Source: an optimization exercise on an open RTL-to-GDS flow (aim: small area). Production flows keep margins and buffers that such runs may drop. The RTL was checked by simulation tests, not by an equivalence proof against the original design. Power figures rest on the tool's default switching activity, not on a simulated workload.

Setup of old:
Design column_pool_writer, start of the top module:
module column_pool_writer #(
    parameter int IMG_ROW = 54,
    parameter int SHIFT   = 4,
    parameter int ADDR_W  = 12
) (
    input  logic                    clk,
    input  logic                    reset,
    input  logic                    frame_start,
    input  logic [ADDR_W-1:0]       base_addr,
    input  logic                    pool_en,
    input  logic [IMG_ROW-1:0]      in_done,
    input  logic [IMG_ROW*16-1:0]   in_value,
    output logic                    wr_en,
    output logic [ADDR_W-1:0]       wr_addr,
    output logic [IMG_ROW*8-1:0]    wr_data,
    output logic                    busy,
    output logic                    overrun
);
Size: roughly 4700 cells after synthesis, roughly 950 flip-flops, ~1400 I/O pins, about 50000 µm² of cells after synthesis.
==> module column_pool_writer, before the edit <==
module column_pool_writer #(
    parameter int IMG_ROW = 54,
    parameter int SHIFT   = 4,
    parameter int ADDR_W  = 12
) (
    input  logic                    clk,
    input  logic                    reset,
    input  logic                    frame_start,
    input  logic [ADDR_W-1:0]       base_addr,
    input  logic                    pool_en,
    input  logic [IMG_ROW-1:0]      in_done,
    input  logic [IMG_ROW*16-1:0]   in_value,
    output logic                    wr_en,
    output logic [ADDR_W-1:0]       wr_addr,
    output logic [IMG_ROW*8-1:0]    wr_data,
    output logic                    busy,
    output logic                    overrun
);
    logic [IMG_ROW-1:0]        mask;
    logic [IMG_ROW-1:0][7:0]   acc;        
    logic [IMG_ROW-1:0][7:0]   acc_nxt;
    logic                      phase;
    logic                      pool_q;
    logic [ADDR_W-1:0]         addr_cnt;
    logic                      col_done;
    logic                      do_write;
    function automatic logic [7:0] quantize(input logic [15:0] v);
        logic fits;
        fits = (v[15:11] == 5'b11111) || (v[15:11] == 5'b00000);
        quantize = fits ? v[11:4] : {v[15], {7{!v[15]}}};
    endfunction
    function automatic logic sgt8(input logic [7:0] a, input logic [7:0] b);
        logic g;
        g = 1'b0;
        for (int k = 0; k < 7; k++)
            g = (a[k] & !b[k]) | (!(a[k] ^ b[k]) & g);
        sgt8 = (!a[7] & b[7]) | (!(a[7] ^ b[7]) & g);
    endfunction
    assign col_done = &(mask | in_done);
    assign do_write = !frame_start && col_done && !(pool_q && !phase);
    assign busy     = (mask != '0) | phase;
    always_comb begin
        for (int i = 0; i < IMG_ROW; i++) begin
            logic [7:0] q;
            q = quantize(in_value[i*16 +: 16]);
            acc_nxt[i] = acc[i];
            if (in_done[i] && !mask[i] && (!phase || sgt8(q, acc[i])))
                acc_nxt[i] = q;
        end
    end
    always_ff @(posedge clk) begin
        acc <= acc_nxt;
    end
    always_ff @(posedge clk or posedge reset) begin
        if (reset) begin
            mask    <= '0;
            overrun <= 1'b0;
        end else if (frame_start) begin
            mask    <= '0;
            overrun <= 1'b0;
        end else begin
            if ((in_done & mask) != '0)
                overrun <= 1'b1;
            mask <= col_done ? '0 : (mask | in_done);
        end
    end
    always_ff @(posedge clk or posedge reset) begin
        if (reset) begin
            phase    <= 1'b0;
            pool_q   <= 1'b0;
            addr_cnt <= '0;
            wr_en    <= 1'b0;
            wr_addr  <= '0;
            wr_data  <= '0;
        end else begin
            wr_en <= do_write;
            if (frame_start) begin
                phase    <= 1'b0;
                pool_q   <= pool_en;
                addr_cnt <= base_addr;
            end else if (col_done) begin
                phase <= pool_q && !phase;
            end
            if (do_write) begin
                wr_addr  <= addr_cnt;
                addr_cnt <= addr_cnt + ADDR_W'(1);
                wr_data  <= acc_nxt;
            end
        end
    end
endmodule
==> flow/config.mk <==
export PLATFORM = sky130hd
export DESIGN_NAME = column_pool_writer
export DESIGN_NICKNAME = column_pool_writer
export VERILOG_FILES = /design/flow/design.v
export SDC_FILE = /design/flow/constraint.sdc
export NUM_CORES = 4
export LEC_CHECK = 0
export CAP_MARGIN = 20
export CORE_AREA = 5 5 485 485
export DIE_AREA = 0 0 490 490
export SLEW_MARGIN = 20
==> flow/constraint.sdc <==
create_clock -name core_clock -period 6.0 [get_ports {clk}]
set_input_delay 1.2000 -clock core_clock [delete_from_list [all_inputs] [get_ports {clk}]]
set_output_delay 1.2000 -clock core_clock [all_outputs]
set_load 0.01 [all_outputs]
run.sh (not shown) runs the stock make flow with config.mk's settings and CLKGATE_MAP_FILE= SYNTH_SCRIPT=/design/flow/synth_recipe.tcl, a recipe that flattens the netlist after the stock synthesis.
What new does differently from old at the input level:
diff --git a/flow/design.v b/flow/design.v
--- a/flow/design.v
+++ b/flow/design.v
@@ -22,32 +22,32 @@
     logic                      phase;
     logic                      pool_q;
     logic [ADDR_W-1:0]         addr_cnt;
     logic                      col_done;
     logic                      do_write;
+    function automatic logic fits(input logic [15:0] v);
+        fits = (v[15:11] == 5'b11111) || (v[15:11] == 5'b00000);
+    endfunction
     function automatic logic [7:0] quantize(input logic [15:0] v);
-        logic fits;
-        fits = (v[15:11] == 5'b11111) || (v[15:11] == 5'b00000);
-        quantize = fits ? v[11:4] : {v[15], {7{!v[15]}}};
+        quantize = fits(v) ? v[11:4] : {v[15], {7{!v[15]}}};
     endfunction
-    function automatic logic sgt8(input logic [7:0] a, input logic [7:0] b);
+    function automatic logic qgt(input logic [15:0] v, input logic [7:0] b);
         logic g;
         g = 1'b0;
         for (int k = 0; k < 7; k++)
-            g = (a[k] & !b[k]) | (!(a[k] ^ b[k]) & g);
-        sgt8 = (!a[7] & b[7]) | (!(a[7] ^ b[7]) & g);
+            g = (v[k+4] & !b[k]) | ((v[k+4] | !b[k]) & g);
+        g = (!v[11] & b[7]) | ((!v[11] | b[7]) & g);
+        qgt = fits(v) ? g : !v[15];
     endfunction
     assign col_done = &(mask | in_done);
     assign do_write = !frame_start && col_done && !(pool_q && !phase);
     assign busy     = (mask != '0) | phase;
     always_comb begin
         for (int i = 0; i < IMG_ROW; i++) begin
-            logic [7:0] q;
-            q = quantize(in_value[i*16 +: 16]);
             acc_nxt[i] = acc[i];
-            if (in_done[i] && !mask[i] && (!phase || sgt8(q, acc[i])))
-                acc_nxt[i] = q;
+            if (in_done[i] && !mask[i] && (!phase || qgt(in_value[i*16 +: 16], acc[i])))
+                acc_nxt[i] = quantize(in_value[i*16 +: 16]);
         end
     end
     always_ff @(posedge clk) begin
         acc <= acc_nxt;
     end
## What came out
new vs. old: headroom to the max-slew limit lower; proportion of power drawn by combinational gates lower; non-clock buffer count lower; CTS buffer count lower; area occupied by multi-input gates lower.
Between old and new, delay of the slowest cell on the worst path decreased.
| area growth from synthesis to layout | new vs old | 4.2 points higher |
Taking old as the reference, in new total clock network power down about 3%; area after synthesis down 11%; non-filler instance count after layout down 585; overall power after layout down 7.6%.
Capture point of the critical path = wr_data[139]: old; capture point of the critical path = busy: new

* * *

Setup of the reference run:
The RTL this note starts from:
==> flow/design.v <==
module column_pool_writer #(
    parameter int IMG_ROW = 54,
    parameter int SHIFT   = 4,
    parameter int ADDR_W  = 12
) (
    input  logic                    clk,
    input  logic                    reset,
    input  logic                    frame_start,
    input  logic [ADDR_W-1:0]       base_addr,
    input  logic                    pool_en,
    input  logic [IMG_ROW-1:0]      in_done,
    input  logic [IMG_ROW*16-1:0]   in_value,
    output logic                    wr_en,
    output logic [ADDR_W-1:0]       wr_addr,
    output logic [IMG_ROW*8-1:0]    wr_data,
    output logic                    busy,
    output logic                    overrun
);
    logic [IMG_ROW-1:0]        mask;
    logic [IMG_ROW-1:0][7:0]   acc_n;      
    logic [IMG_ROW-1:0][7:0]   acc_nxt;
    logic                      phase;
    logic                      pool_q;
    logic [ADDR_W-1:0]         addr_cnt;
    logic                      col_done;
    logic                      do_write;
    logic [IMG_ROW*8-1:0]      wr_data_n;
    logic                      no_write;
    function automatic logic fits(input logic [15:0] v);
        fits = (v[15:11] == 5'b11111) || (v[15:11] == 5'b00000);
    endfunction
    function automatic logic [7:0] quantize(input logic [15:0] v);
        quantize = fits(v) ? v[11:4] : {v[15], {7{!v[15]}}};
    endfunction
    function automatic logic qgt(input logic [15:0] v, input logic [7:0] b);
        logic g;
        g = 1'b0;
        for (int k = 0; k < 7; k++)
            g = (v[k+4] & !b[k]) | ((v[k+4] | !b[k]) & g);
        g = (!v[11] & b[7]) | ((!v[11] | b[7]) & g);
        qgt = fits(v) ? g : !v[15];
    endfunction
    assign col_done = &(mask | in_done);
    assign do_write = !frame_start && col_done && !(pool_q && !phase);
    assign busy     = (mask != '0) | phase;
    always_comb begin
        for (int i = 0; i < IMG_ROW; i++) begin
            acc_nxt[i] = ~acc_n[i];
            if (in_done[i] && !mask[i] && (!phase || qgt(in_value[i*16 +: 16], ~acc_n[i])))
                acc_nxt[i] = quantize(in_value[i*16 +: 16]);
        end
    end
    always_ff @(posedge clk) begin
        acc_n <= ~acc_nxt;
    end
    always_ff @(posedge clk or posedge reset) begin
        if (reset) begin
            mask    <= '0;
            overrun <= 1'b0;
        end else if (frame_start) begin
            mask    <= '0;
            overrun <= 1'b0;
        end else begin
            if ((in_done & mask) != '0)
                overrun <= 1'b1;
            mask <= col_done ? '0 : (mask | in_done);
        end
    end
    always_ff @(posedge clk) begin
        if (do_write)
            wr_data_n <= ~acc_nxt;
    end
    assign wr_data = ~wr_data_n & {(IMG_ROW*8){!no_write}};
    always_ff @(posedge clk or posedge reset) begin
        if (reset) begin
            phase    <= 1'b0;
            pool_q   <= 1'b0;
            addr_cnt <= '0;
            wr_en    <= 1'b0;
            wr_addr  <= '0;
            no_write <= 1'b1;
        end else begin
            wr_en <= do_write;
            if (frame_start) begin
                phase    <= 1'b0;
                pool_q   <= pool_en;
                addr_cnt <= base_addr;
            end else if (col_done) begin
                phase <= pool_q && !phase;
            end
            if (do_write) begin
                wr_addr  <= addr_cnt;
                addr_cnt <= addr_cnt + ADDR_W'(1);
                no_write <= 1'b0;
            end
        end
    end
endmodule
Settings: LEC_CHECK=0, CAP_MARGIN=20, CORE_AREA=5 5 795 185, DIE_AREA=0 0 800 190, SLEW_MARGIN=20; clock period 6.0 ns.
standard.sh (not shown) runs the stock make flow with config.mk's settings and CLKGATE_MAP_FILE= SYNTH_SCRIPT=/design/flow/synth_recipe.tcl, a recipe that flattens the netlist after the stock synthesis.
==> flow/flow/run.sh <==
#!/bin/bash
# Own layout flow: the standard flow (standard.sh) with three changes:
#  - synthesis maps logic with an area-oriented ABC script (flow/area.abc);
#  - the port buffers that global placement inserts are buf_1 cells;
#  - clock tree synthesis uses smaller buffers and no dummy loads.
# Each tool's output is logged under orfs/logs/ (ORFS), plus make's output in
# flow_make.log here.
set -euo pipefail
W=$(pwd)
F=$W/flow
cat "$F/abc_hook.tcl" "$W/synth_recipe.tcl" > "$W/own_synth.tcl"
sed "s#SYNTH_SCRIPT=[^ ]*#SYNTH_SCRIPT=$W/own_synth.tcl#" "$W/standard.sh" > "$W/own_standard.sh"
grep -q "SYNTH_SCRIPT=$W/own_synth.tcl" "$W/own_standard.sh"
export MY_ABC_SCRIPT=$F/area.abc
export CTS_ARGS="-sink_clustering_enable -repair_clock_nets -dont_use_dummy_load -buf_list sky130_fd_sc_hd__clkbuf_8 -sink_clustering_size 12 -sink_clustering_max_diameter 50"
export BUFFER_PORTS_ARGS="-buffer_cell sky130_fd_sc_hd__buf_1"
bash "$W/own_standard.sh" > "$W/flow_make.log" 2>&1
==> flow/flow/abc_hook.tcl <==
proc abc {args} {
  set i [lsearch -exact $args -script]
  if {$i >= 0} { lset args [expr {$i + 1}] $::env(MY_ABC_SCRIPT) }
  yosys abc {*}$args
}
==> flow/flow/area.abc <==
&get -n
&st
&synch2
&dch -f
&nf -R 1000 -p
&put
diff inputs: the reference run => the trial run
--- a/flow/design.v
+++ b/flow/design.v
@@ -33,9 +33,9 @@
         quantize = fits(v) ? v[11:4] : {v[15], {7{!v[15]}}};
     endfunction
     function automatic logic qgt(input logic [15:0] v, input logic [7:0] b);
         logic g;
-        g = 1'b0;
+        g = 1'b1;
         for (int k = 0; k < 7; k++)
             g = (v[k+4] & !b[k]) | ((v[k+4] | !b[k]) & g);
         g = (!v[11] & b[7]) | ((!v[11] | b[7]) & g);
         qgt = fits(v) ? g : !v[15];
### Flow results
- Total non-filler cell area in the finished layout delta (the trial run − the reference run): favourable
- Every run in the comparison, the reference run and the trial run, completed the flow with a clean layout.
- Cmp the trial run vs the reference run: cell area after placement lower in the trial run
- Looking at the reference run and the trial run, the layout cell share with drive strength beyond 1 is a wash.
- A class of the tightest hold or removal check of reg -> reg is what the trial run shows, while in -> async belongs to the reference run.
- On via count, the trial run does better than the reference run.
- | synthesized cell count | the trial run vs the reference run | about 0.45% higher |
- The run with more setup slack is the trial run; the reference run has less.
- Looking at the reference run and the trial run, the leakage power is a wash.
- Routed wire length on the trial run is down relative to the reference run.
- Re non-clock buffer count: the trial run is about 0.6% down on the reference run.
- Delta (the trial run minus the reference run): number of fill cells in the layout roughly the same, combinational share of power lower, data arrival time of the worst path lower, total instance count after detailed placement roughly the same.
- Against the reference run, the trial run comes in 0.16 ns lower on transition time of the tightest slew-check pin.

* * *

Setup of job 101:
RTL: the design.v shown in full above, as it stands there.
clock: 6.0 ns
lec_check: 0
cap_margin: 20
core_area: 5 5 795 185
die_area: 0 0 800 190
slew_margin: 20
==> flow/flow/run.sh <==
#!/bin/bash
# Own layout flow: the standard flow (standard.sh) with three changes:
#  - synthesis maps logic with an area-oriented ABC script (flow/area.abc);
#  - the port buffers that global placement inserts are buf_1 cells;
#  - clock tree synthesis uses smaller buffers and no dummy loads.
# Each tool's output is logged under orfs/logs/ (ORFS), plus make's output in
# flow_make.log here.
set -euo pipefail
W=$(pwd)
F=$W/flow
cat "$F/abc_hook.tcl" "$W/synth_recipe.tcl" > "$W/own_synth.tcl"
sed "s#SYNTH_SCRIPT=[^ ]*#SYNTH_SCRIPT=$W/own_synth.tcl#" "$W/standard.sh" > "$W/own_standard.sh"
grep -q "SYNTH_SCRIPT=$W/own_synth.tcl" "$W/own_standard.sh"
export MY_ABC_SCRIPT=$F/area.abc
export CTS_ARGS="-sink_clustering_enable -repair_clock_nets -dont_use_dummy_load -buf_list sky130_fd_sc_hd__clkbuf_16 -sink_clustering_size 24 -sink_clustering_max_diameter 80"
export BUFFER_PORTS_ARGS="-buffer_cell sky130_fd_sc_hd__buf_1"
bash "$W/own_standard.sh" > "$W/flow_make.log" 2>&1
Scripts as last shown in full above: flow/flow/abc_hook.tcl, flow/flow/area.abc
Job 101: no failed stages, no open violations at the end
The inputs of job 102 differ from those of job 101 as listed below.
-- flow/design.v --
<<< job 101, line 35
    function automatic logic qgt(input logic [15:0] v, input logic [7:0] b);
        logic g;
        g = 1'b0;
        for (int k = 0; k < 7; k++)
            g = (v[k+4] & !b[k]) | ((v[k+4] | !b[k]) & g);
>>> job 102, line 35
    function automatic logic qgt(input logic [15:0] v, input logic [7:0] b);
        logic g;
        g = 1'b1;
        for (int k = 0; k < 7; k++)
            g = (v[k+4] & !b[k]) | ((v[k+4] | !b[k]) & g);
## What came out
Going from job 101 to job 102, global-route wire length before repair shrank by a few percent.
Summary of job 102 over job 101: power dropped 0.00010 W; part of the cycle the worst path needs dropped 1.9 points; final period demand of the worst path dropped 0.12 ns.
In terms of leakage component of the power, job 102 and job 101 differ only marginally.
On clock skew, job 102 does worse than job 101.
Between job 102 and job 101, the count of buffers from port buffering does not differ in any meaningful way.
On worst-case setup margin in the final layout: job 102 sits above job 101.
Looking only at synthesized instance count, and setting everything else aside, the higher value of job 101 and job 102 goes to job 102.
Job 102 -> job 101: leftover overflow at the end of global routing delta 0, exact match

[port drivers added, routing unchanged]
In the flow no input, the clock included, has a driving cell. The finished layouts below were timed again as built, in two steps. Step 1 (the two cells are an assumption about what drives the block):
set clk [get_ports {clk}]
set_driving_cell -lib_cell sky130_fd_sc_hd__clkbuf_16 $clk
set_driving_cell -lib_cell sky130_fd_sc_hd__buf_2 [delete_from_list [all_inputs] $clk]
Step 2 moves the port delays by t, midway between the first and last clock arrival at a register: inputs arrive t later, outputs are due t later. That takes back most of the time a late clock gives input paths. Slacks: no drivers / after step 1 / after step 2; pairs: no drivers / after step 1.
run	t (ns)	slack for setup (ns)	slew at the worst register clock pin (ns)	worst slew at a driven data input, ns	cell pins on the clock port's net
old	0.817	1.075 / 1.090 / 0.273	0.08 / 0.08	0.26	1
new	0.827	1.607 / 1.526 / 1.088	0.07 / 0.07	0.25	1
the reference run	0.788	1.912 / 1.838 / 1.338	0.11 / 0.11	0.16	1
the trial run	0.774	2.075 / 1.998 / 1.397	0.10 / 0.10	0.16	1
job 101	0.710	1.925 / 1.945 / 1.270	0.11 / 0.11	0.16	1
job 102	0.679	2.041 / 2.058 / 1.383	0.11 / 0.11	0.17	1
After both steps setup and hold are still met in every run listed. The setup slack of old, which loses most, moves by +0.015 ns with the drivers and by -0.802 ns with both steps.
